Source: an optimization exercise on an open RTL-to-GDS flow (aim: small area, a short achievable clock period and few clock cycles). Production flows keep margins and buffers that such runs may drop. At most, simulation tests tie the RTL to the original design; equivalence was not proved. Power and IR drop assume default switching activity.

==> flow/design.v (excerpt) <==
module conv_rescaler #(
    parameter int NB_PIXEL = 19,
    parameter int NB_COUNT = 32,
    parameter int NB_OUT   = 8,
    parameter int NB_FRAC  = 16
) (
    input  logic                clock,
    input  logic                reset,
    input  logic                i_extremesValid,
    input  logic [NB_PIXEL-1:0] i_maxValue,
    input  logic [NB_PIXEL-1:0] i_minValue,
    input  logic [NB_COUNT-1:0] i_imageSize,
    input  logic                i_valid,
    input  logic [NB_PIXEL-1:0] i_convValue,
    output logic                o_ready,
    output logic [NB_OUT-1:0]   o_pixel,
    output logic                o_valid,
    output logic                o_endSignal
);
    localparam int NB_R     = NB_PIXEL;
    localparam int NB_SCALE = NB_OUT + NB_FRAC;           
    localparam int ND       = (NB_R + 2) / 2;             
    localparam int LC       = 10;                         
    localparam logic [NB_SCALE-1:0] DIVIDEND = {{NB_OUT{1'b1}}, {NB_FRAC{1'b0}}};
    logic                 busy_q, init_q, prep_q, div_q, run_q;
    logic                 init_d, prep_d, div_d, run_d;
    logic                 v0_q, l0_q, v1_q, l1_q, v2_q, l2_q, v3_q, e3_q;
    logic [NB_PIXEL:0]    c_q;        
    logic [NB_PIXEL-1:0]  min_q, max_q;
    logic                 gt_q;       
    logic                 lt_q;       
    logic                 rneg_q;     
    logic [NB_R-1:0]      range_q;
    logic [NB_COUNT-1:0]  count_q;    
    logic [NB_SCALE-1:0]  scale_q;
    logic [3*ND-2:0]      bd_q;       
    logic [NB_SCALE-1:LC] psa_q, psb_q, psc_q;
    logic                 pc1_q, pc2_q;
    logic [NB_OUT-1:0]    pixel_q;
    logic idle, accept, last_acc, lone_end, start;
    logic [NB_PIXEL:0]    delta;      
    logic                 d_neg, d_big, span_ok;   
    logic [NB_R-1:0]      d_clamp;
    logic [NB_R+1:0]      dx;         
    logic [ND-1:0]        b_one, b_two, b_neg;
    logic [NB_R-1:0]      rem_next;
    logic                 q_bit, dbit_next;
    logic [NB_R-1:0]      lead;       
    logic [NB_R-1:0]      rem_init;
    logic [NB_SCALE:0]    ra, rb, rc;
  ...
==> flow/config.mk <==
export PLATFORM = sky130hd
export DESIGN_NAME = conv_rescaler
export DESIGN_NICKNAME = conv_rescaler
export VERILOG_FILES = /design/flow/design.v
export SDC_FILE = /design/flow/constraint.sdc
export NUM_CORES = 4
export LEC_CHECK = 0
export ABC_CLOCK_PERIOD_IN_PS = 3500
export CAP_MARGIN = 20
export CORE_MARGIN = 2
export CORE_UTILIZATION = 40
export SLEW_MARGIN = 20
==> flow/constraint.sdc <==
create_clock -name core_clock -period 9.0 [get_ports {clock}]
set_input_delay 1.8000 -clock core_clock [delete_from_list [all_inputs] [get_ports {clock}]]
set_output_delay 1.8000 -clock core_clock [all_outputs]
set_load 0.01 [all_outputs]
standard.sh (not shown) runs the stock make flow with config.mk's settings and CLKGATE_MAP_FILE= SYNTH_SCRIPT=/design/flow/synth_recipe.tcl, a recipe that flattens the netlist after the stock synthesis.
==> flow/flow/run.sh <==
#!/bin/bash
# Standard layout, with the port buffers made from the smallest plain buffer, a clock tree
# of clkbuf_8 buffers without dummy loads, and timing repair aiming for 5.8 ns of setup slack
# (a 3.2 ns period) at the design's 9 ns clock.
set -euo pipefail
export BUFFER_PORTS_ARGS="-buffer_cell sky130_fd_sc_hd__buf_1"
export CTS_ARGS="-sink_clustering_enable -repair_clock_nets -dont_use_dummy_load -buf_list {sky130_fd_sc_hd__clkbuf_8}"
export SETUP_SLACK_MARGIN=5.8
bash standard.sh > standard_flow.log 2>&1
Testbench counts at the start, summed over its fixed seeds: cycles 20,392.
==> next run, changes <==
--- a/flow/design.v
+++ b/flow/design.v
@@ -49,15 +49,15 @@
     logic [NB_R-1:0]      rem_init;
     logic [NB_SCALE:0]    ra, rb, rc;
     logic [LC-1:0]        lo_s, lo_c;
     logic                 lo_co;
     logic [NB_SCALE-LC-1:0] hi_s, hi_c, hi_sum;
     logic [NB_COUNT-1:0]  count_dec;
     logic [NB_R:0]        dsum;
-    logic                 dsub_c, gt, lt;
+    logic                 dsub_c, gt, lt, lt_co;
     assign idle     = !busy_q;
     assign accept   = i_valid && run_q;
     assign last_acc = accept && (count_q == NB_COUNT'(1));
     assign start    = idle && i_extremesValid;
     assign lone_end = start && (i_imageSize == '0);
     cr_adds #(NB_PIXEL + 1) u_delta (
         .a(c_q), .b(~{min_q[NB_PIXEL-1], min_q}), .ci(1'b1),
@@ -65,16 +65,17 @@
     assign d_neg   = lt_q;
     assign span_ok = !rneg_q && (range_q != '0);
     cr_cmp #(NB_PIXEL) u_gt (
         .a({~i_convValue[NB_PIXEL-1], i_convValue[NB_PIXEL-2:0]}),
         .b(~{~max_q[NB_PIXEL-1], max_q[NB_PIXEL-2:0]}), .ci(1'b0), .co(gt));
     assign d_big = gt_q;
     cr_cmp #(NB_PIXEL) u_lt (
-        .a({~min_q[NB_PIXEL-1], min_q[NB_PIXEL-2:0]}),
-        .b(~{~i_convValue[NB_PIXEL-1], i_convValue[NB_PIXEL-2:0]}), .ci(1'b0), .co(lt));
+        .a({~i_convValue[NB_PIXEL-1], i_convValue[NB_PIXEL-2:0]}),
+        .b(~{~min_q[NB_PIXEL-1], min_q[NB_PIXEL-2:0]}), .ci(1'b1), .co(lt_co));
+    assign lt = !lt_co;
     always_comb begin
         d_clamp = delta[NB_R-1:0];
         if (d_neg)
             d_clamp = '0;
         else if (d_big)
             d_clamp = range_q;
     end
After rerunning: Die area hardly moves. Final cell count rose by 0.39%. Combinational power falls by about 4%. Worst hold slack gains 0.0034 ns. Wire length went down by 5.4%. Setup slack gets worse by 0.15 ns. Design area is about the same. Sequential cell count stays the same. Power is lower by 3.4%. Clock power came out lower by 3.8%. Global-route usage falls by 1.4 points. Count of clock-buffer cells in the layout decreases by 1.
The RTL of the second run of this note was laid out without a check of its function.

---

Another version of the RTL of conv_rescaler (not shown whole).
Size in the first run: roughly 1600 cells after synthesis, about 220 flip-flops, about 16000 µm² of cells after synthesis.
==> flow/config.mk <==
export PLATFORM = sky130hd
export DESIGN_NAME = conv_rescaler
export DESIGN_NICKNAME = conv_rescaler
export VERILOG_FILES = /design/flow/design.v
export SDC_FILE = /design/flow/constraint.sdc
export NUM_CORES = 4
export LEC_CHECK = 0
export ABC_CLOCK_PERIOD_IN_PS = 4000
export CAP_MARGIN = 20
export CORE_MARGIN = 2
export CORE_UTILIZATION = 40
export SETUP_SLACK_MARGIN = 5
export SLEW_MARGIN = 20
==> flow/constraint.sdc <==
create_clock -name core_clock -period 9.0 [get_ports {clock}]
set_input_delay 1.8000 -clock core_clock [delete_from_list [all_inputs] [get_ports {clock}]]
set_output_delay 1.8000 -clock core_clock [all_outputs]
set_load 0.01 [all_outputs]
==> flow/flow/run.sh <==
#!/bin/bash
# Standard layout, with the port buffers made from the smallest plain buffer and a clock tree
# of clkbuf_8 buffers without dummy loads.
set -euo pipefail
export BUFFER_PORTS_ARGS="-buffer_cell sky130_fd_sc_hd__buf_1"
export CTS_ARGS="-sink_clustering_enable -repair_clock_nets -dont_use_dummy_load -buf_list {sky130_fd_sc_hd__clkbuf_8}"
bash standard.sh > standard_flow.log 2>&1
Then changed:
--- a/flow/design.v
+++ b/flow/design.v
@@ -20,24 +20,22 @@
     localparam int NB_R     = NB_PIXEL;
     localparam int NB_SCALE = NB_OUT + NB_FRAC;           
     localparam int ND       = (NB_R + 2) / 2;             
     localparam int LC       = 10;                         
     localparam logic [NB_SCALE-1:0] DIVIDEND = {{NB_OUT{1'b1}}, {NB_FRAC{1'b0}}};
     logic                 busy_q, init_q, prep_q, div_q, run_q;
     logic                 init_d, prep_d, div_d, run_d;
     logic                 v0_q, l0_q, v1_q, l1_q, v2_q, l2_q, v3_q, e3_q;
     logic [NB_PIXEL:0]    c_q;        
     logic [NB_PIXEL-1:0]  min_q, max_q;
     logic                 gt_q;       
-    logic                 lt_q;       
-    logic                 rneg_q;     
     logic [NB_R-1:0]      range_q;
     logic [NB_COUNT-1:0]  count_q;    
     logic [NB_SCALE-1:0]  scale_q;
     logic [3*ND-2:0]      bd_q;       
     logic [NB_SCALE-1:LC] psa_q, psb_q;
     logic                 pc_q;
     logic [NB_OUT-1:0]    pixel_q;
     logic idle, accept, last_acc, lone_end, start;
     logic [NB_PIXEL:0]    delta;      
     logic                 d_neg, d_big, span_ok;   
     logic [NB_R-1:0]      d_clamp;
@@ -45,40 +43,37 @@
     logic [ND-1:0]        b_one, b_two, b_neg;
     logic [NB_R-1:0]      rem_next;
     logic                 q_bit, dbit_next;
     logic [NB_R-1:0]      lead;       
     logic [NB_R-1:0]      rem_init;
     logic [NB_SCALE:0]    ra, rb;
     logic [LC-1:0]        lo_sum;
     logic                 lo_c;
     logic [NB_SCALE-LC-1:0] hi_sum;
     logic [NB_COUNT-1:0]  count_dec;
     logic [NB_R:0]        dsum;
-    logic                 dsub_c, gt, lt;
+    logic                 dsub_c, gt;
     assign idle     = !busy_q;
     assign accept   = i_valid && run_q;
     assign last_acc = accept && (count_q == NB_COUNT'(1));
     assign start    = idle && i_extremesValid;
     assign lone_end = start && (i_imageSize == '0);
     cr_add #(NB_PIXEL + 1) u_delta (
         .a(c_q), .b(~{min_q[NB_PIXEL-1], min_q}), .ci(1'b1),
         .s(delta), .co());
-    assign d_neg   = lt_q;
-    assign span_ok = !rneg_q && (range_q != '0);
+    assign d_neg   = delta[NB_PIXEL];
+    assign span_ok = (range_q != '0);
     cr_add #(NB_PIXEL) u_gt (
         .a({~i_convValue[NB_PIXEL-1], i_convValue[NB_PIXEL-2:0]}),
         .b(~{~max_q[NB_PIXEL-1], max_q[NB_PIXEL-2:0]}), .ci(1'b0), .s(), .co(gt));
     assign d_big = gt_q;
-    cr_add #(NB_PIXEL) u_lt (
-        .a({~min_q[NB_PIXEL-1], min_q[NB_PIXEL-2:0]}),
-        .b(~{~i_convValue[NB_PIXEL-1], i_convValue[NB_PIXEL-2:0]}), .ci(1'b0), .s(), .co(lt));
     always_comb begin
         d_clamp = delta[NB_R-1:0];
         if (d_neg)
             d_clamp = '0;
         else if (d_big)
             d_clamp = range_q;
     end
     assign dx = {1'b0, d_clamp, 1'b0};
     always_comb begin
         for (int r = 0; r < ND; r++) begin
             b_one[r] = dx[2*r+1] ^ dx[2*r];
@@ -151,32 +146,29 @@
             c_q <= {rem_next, dbit_next};
         else
             c_q <= {i_convValue[NB_PIXEL-1], i_convValue};
         if (idle) begin
             min_q   <= i_minValue;
             max_q   <= i_maxValue;
             count_q <= i_imageSize;
         end else if (accept) begin
             count_q <= count_dec;
         end
         if (init_q)
-            range_q <= delta[NB_R-1:0];
+            range_q <= d_neg ? '0 : delta[NB_R-1:0];    
         if (prep_q)
-            scale_q <= span_ok ? NB_SCALE'(lead) : '0;
+            scale_q <= NB_SCALE'(lead);            
         else if (div_q)
             scale_q <= {scale_q[NB_SCALE-2:0], q_bit};
         bd_q <= {b_neg[ND-2:0], b_two, b_one};
         gt_q <= gt;
-        lt_q <= lt;
-        if (init_q)
-            rneg_q <= delta[NB_PIXEL];
         psa_q   <= ra[NB_SCALE-1:LC];
         psb_q   <= rb[NB_SCALE-1:LC];
         pc_q    <= lo_c;
         pixel_q <= hi_sum[NB_SCALE-LC-1:NB_FRAC-LC];
     end
     assign o_ready     = run_q;
     assign o_pixel     = pixel_q;
     assign o_valid     = v3_q;
     assign o_endSignal = e3_q;
 endmodule
 module cr_add #(
After rerunning:
- The new run finished clean
- via count is lower by 1.9%
- clock-buffer cell count is higher by 2
- global-route usage is higher by 0.20 points
- worst setup slack barely changes
- design area is lower by 0.69%
- worst hold slack barely changes
- sequential share of layout area is lower by 0.39 points
- total power is lower by 2.0%
- sequential cell count is lower by 2
- wire length is lower by 2.4%
- clock skew is higher by 0.012 ns
Function was not checked in any run of this note: the RTL went through the layout flow alone.

afterwards: timing with drivers on the ports:
Ports are ideal in the flow. The routed layouts listed here were re-timed in OpenROAD. Step 1: set_driving_cell puts a clkbuf_16 on clock and a buf_2 on each other input, an assumption about the parent block. Step 2 adds t to the input delays and takes it off the output delays; t is the mean of the earliest and latest rising clock arrival at the registers after step 1. Input paths then give back, and output paths get back, about the clock's delay inside the block. Three values: ideal, step 1, step 2; two values: the first two.
| run | shift t [ns] | setup slack, ns | pins driven straight from the clock port |
|---|---|---|---|
| the first run of note 1 | 0.637 | 5.789 / 5.789 / 5.371 | 1 |
| the second run of note 1 | 0.625 | 5.642 / 5.642 / 5.258 | 1 |
| the first run of note 2 | 0.591 | 5.185 / 5.185 / 5.185 | 1 |
| the second run of note 2 | 0.618 | 5.187 / 5.187 / 5.187 | 1 |
After both steps setup and hold are still met in every run listed. For the first run of note 1, which loses most, drivers alone change the setup slack by 0.000 ns; drivers and shift together by -0.418 ns.
